Context: an optimization exercise on an open-source flow, tuned for small area, a short achievable clock period and few clock cycles. The choices shown serve that exercise and are no tape-out recipe. No driver is modelled on the clock port, so clocking that relies on it looks cheaper here than on a real chip. Power figures rest on the tool's default switching activity, not on a simulated workload.

// mul_accel_top
module mul_accel_top #(
  parameter int unsigned StreamerCsrNum = 6
) (
  input  logic  clk_i,
  input  logic  rst_n_i,
  input  mul_accel_pkg::addr_t csr_req_addr_i,
  input  mul_accel_pkg::word_t csr_req_data_i,
  input  logic  csr_req_write_i,
  input  logic  csr_req_valid_i,
  output logic  csr_req_ready_o,
  output mul_accel_pkg::word_t csr_rsp_data_o,
  output logic  csr_rsp_valid_o,
  input  logic  csr_rsp_ready_i,
  output mul_accel_pkg::addr_t tcdm_addr_o,
  output mul_accel_pkg::word_t tcdm_wdata_o,
  output logic  tcdm_write_o,
  output logic  tcdm_req_o,
  input  logic  tcdm_gnt_i,
  input  mul_accel_pkg::word_t tcdm_rdata_i,
  input  logic  tcdm_rvalid_i
);
Size in the first run: roughly 2,100 cells after synthesis, about 350 flip-flops, about 200 I/O pins, about 22,000 um^2 of cells after synthesis.
Settings: LEC_CHECK=0, CAP_MARGIN=20, CORE_MARGIN=8, CORE_UTILIZATION=40, CTS_BUF_LIST=sky130_fd_sc_hd__clkbuf_16, CTS_CLUSTER_DIAMETER=100, CTS_CLUSTER_SIZE=20, PLACE_DENSITY=0.6, SETUP_SLACK_MARGIN=4.4, SLEW_MARGIN=20; clock period 8.0 ns.
standard.sh (not shown) runs the stock make flow with config.mk's settings and CLKGATE_MAP_FILE= SYNTH_SCRIPT=/design/flow/synth_recipe.tcl, a recipe that flattens the netlist after the stock synthesis.
==> flow/flow/run.sh <==
#!/bin/bash
set -euo pipefail
ARGS="BUFFER_PORTS_ARGS=-buffer_cell sky130_fd_sc_hd__buf_1"
R=orfs/results/sky130hd/mul_accel_top/base
bash standard.sh "$ARGS" cts > flow_make_cts.log 2>&1
SKEW_DB=$R/4_cts.odb SKEW_SDC=$R/4_cts.sdc SKEW_OUT=$R/4_cts.odb \
  SKEW_DLY=sky130_fd_sc_hd__clkbuf_2 SKEW_DRV=sky130_fd_sc_hd__clkbuf_16 \
  openroad -no_init -exit flow/skew.tcl > skew.log 2>&1
bash standard.sh "$ARGS" finish > flow_make_finish.log 2>&1
==> flow/flow/skew.tcl <==
# Useful skew for the multiplier: delay the clock of the result register c_q, where the
# multiplier's register-to-register paths end. Each group of c_q flip-flops on one clock
# leaf net gets its own delay buffer between the leaf net and their clock pins.
read_liberty $::env(FLOW_HOME)/platforms/sky130hd/lib/sky130_fd_sc_hd__tt_025C_1v80.lib
read_db $::env(SKEW_DB)
read_sdc $::env(SKEW_SDC)
set_propagated_clock [all_clocks]
source $::env(FLOW_HOME)/platforms/sky130hd/setRC.tcl
estimate_parasitics -placement
puts "before:"
report_checks -path_delay max -to [get_pins -hierarchical c_q*/D] -format end
report_checks -path_delay max -from [get_pins -hierarchical c_q*/CLK] -format end
set block [ord::get_db_block]
set dly_master [[ord::get_db] findMaster $::env(SKEW_DLY)]
set drv_master [[ord::get_db] findMaster $::env(SKEW_DRV)]
array set groups {}
foreach inst [$block getInsts] {
  if {[regexp {^c_q\\\[} [$inst getName]]} {
    set net [[$inst findITerm CLK] getNet]
    lappend groups([$net getName]) $inst
  }
}
set k 0
foreach netname [lsort [array names groups]] {
  set net [$block findNet $netname]
  # delay cell, then a clock buffer that drives the flip-flops with a sharp edge
  set dly [odb::dbInst_create $block $dly_master skew_dly_$k]
  set mid [odb::dbNet_create $block skew_mid_$k]
  $mid setSigType CLOCK
  set buf [odb::dbInst_create $block $drv_master skew_buf_$k]
  set nn [odb::dbNet_create $block skew_net_$k]
  $nn setSigType CLOCK
  [$dly findITerm A] connect $net
  [$dly findITerm X] connect $mid
  [$buf findITerm A] connect $mid
  [$buf findITerm X] connect $nn
  set sx 0; set sy 0; set c 0
  foreach inst $groups($netname) {
    set it [$inst findITerm CLK]
    $it disconnect
    $it connect $nn
    set bb [$inst getBBox]
    set sx [expr {$sx + [$bb xMin]}]; set sy [expr {$sy + [$bb yMin]}]; incr c
  }
  $buf setLocation [expr {$sx / $c}] [expr {$sy / $c}]
  $buf setPlacementStatus PLACED
  $dly setLocation [expr {$sx / $c}] [expr {$sy / $c}]
  $dly setPlacementStatus PLACED
  puts "skew_buf_$k on $netname drives $c flip-flops"
  incr k
}
global_connect
detailed_placement
check_placement -verbose
estimate_parasitics -placement
puts "after:"
report_checks -path_delay max -to [get_pins -hierarchical c_q*/D] -format end
report_checks -path_delay max -from [get_pins -hierarchical c_q*/CLK] -format end
report_checks -path_delay min -to [get_pins -hierarchical c_q*/D] -format end
report_check_types -max_slew -max_capacitance
foreach p [get_pins -hierarchical c_q*/CLK] { report_slews $p }
write_db $::env(SKEW_OUT)
Next try:
--- a/flow/flow/run.sh
+++ b/flow/flow/run.sh
@@ -6,3 +6,3 @@
 SKEW_DB=$R/4_cts.odb SKEW_SDC=$R/4_cts.sdc SKEW_OUT=$R/4_cts.odb \
-  SKEW_DLY=sky130_fd_sc_hd__clkbuf_2 SKEW_DRV=sky130_fd_sc_hd__clkbuf_16 \
+  SKEW_DLY=sky130_fd_sc_hd__clkdlybuf4s18_1 SKEW_DRV=sky130_fd_sc_hd__clkbuf_16 \
   openroad -no_init -exit flow/skew.tcl > skew.log 2>&1
--- a/flow/config.mk
+++ b/flow/config.mk
@@ -14,3 +14,3 @@
 export PLACE_DENSITY = 0.6
-export SETUP_SLACK_MARGIN = 4.4
+export SETUP_SLACK_MARGIN = 3.8
 export SLEW_MARGIN = 20
Clock skew came out higher by 150 ps.
Setup slack loses 19 ps.
Critical path depth came out lower by 12.
Synthesized area does not change.
Via count came out lower by 4.0%.
Next try:
--- a/flow/flow/run.sh
+++ b/flow/flow/run.sh
@@ -6,3 +6,3 @@
 SKEW_DB=$R/4_cts.odb SKEW_SDC=$R/4_cts.sdc SKEW_OUT=$R/4_cts.odb \
-  SKEW_DLY=sky130_fd_sc_hd__clkdlybuf4s18_1 SKEW_DRV=sky130_fd_sc_hd__clkbuf_16 \
+  SKEW_DLY=sky130_fd_sc_hd__clkbuf_2 SKEW_DRV=sky130_fd_sc_hd__clkbuf_16 \
   openroad -no_init -exit flow/skew.tcl > skew.log 2>&1
--- a/flow/config.mk
+++ b/flow/config.mk
@@ -14,3 +14,3 @@
 export PLACE_DENSITY = 0.6
-export SETUP_SLACK_MARGIN = 3.8
+export SETUP_SLACK_MARGIN = 4
 export SLEW_MARGIN = 20
After rerunning:
- cell count rises by 0.72%
- register-to-register slack is worse by 50 ps
- synthesized area stays the same
- fmax barely changes
- clock power rises by about 5%
- combinational power falls by about 0.9%
- total power rises by about 2.2%
- worst setup slack stays flat
- via count stays flat
Function was not checked in any run of this note: the RTL went through the layout flow alone.

## separate check: timing with driven ports
No port has a modelled driver above. Below, the same layouts with a new extraction and two added sets of constraints. Step 1 (the two cells are an assumption about what drives the block):
set clk [get_ports {clk_i}]
set_driving_cell -lib_cell sky130_fd_sc_hd__clkbuf_16 $clk
set_driving_cell -lib_cell sky130_fd_sc_hd__buf_2 [delete_from_list [all_inputs] $clk]
Step 2, shift: input delay + t, output delay - t, t = (earliest + latest rising clock arrival at the registers) / 2. This alone moves slack from input paths to output paths. a / b / c = no drivers / after step 1 / after step 2; a / b = the first two.
run | t (ns) | setup slack, ns | latest minus earliest clock arrival (ns) | slew at the worst register clock pin (ns) | worst data-port slew with drivers (ns) | cell pins on the clock port's net
the first run | 0.720 | 4.030 / 4.030 / 3.862 | 0.289 / 0.290 | 0.09 / 0.09 | 0.10 | 1
the second run | 0.779 | 4.011 / 3.958 / 3.445 | 0.410 / 0.411 | 0.09 / 0.09 | 0.11 | 1
the third run | 0.736 | 4.011 / 3.999 / 3.641 | 0.324 / 0.325 | 0.09 / 0.09 | 0.09 | 1
In the second run and the third run the clock reaches the registers at very different times; t lies between them, and the last value is a rough guide only. For the second run, which loses most, drivers alone change the setup slack by -0.053 ns; drivers and shift together by -0.566 ns.
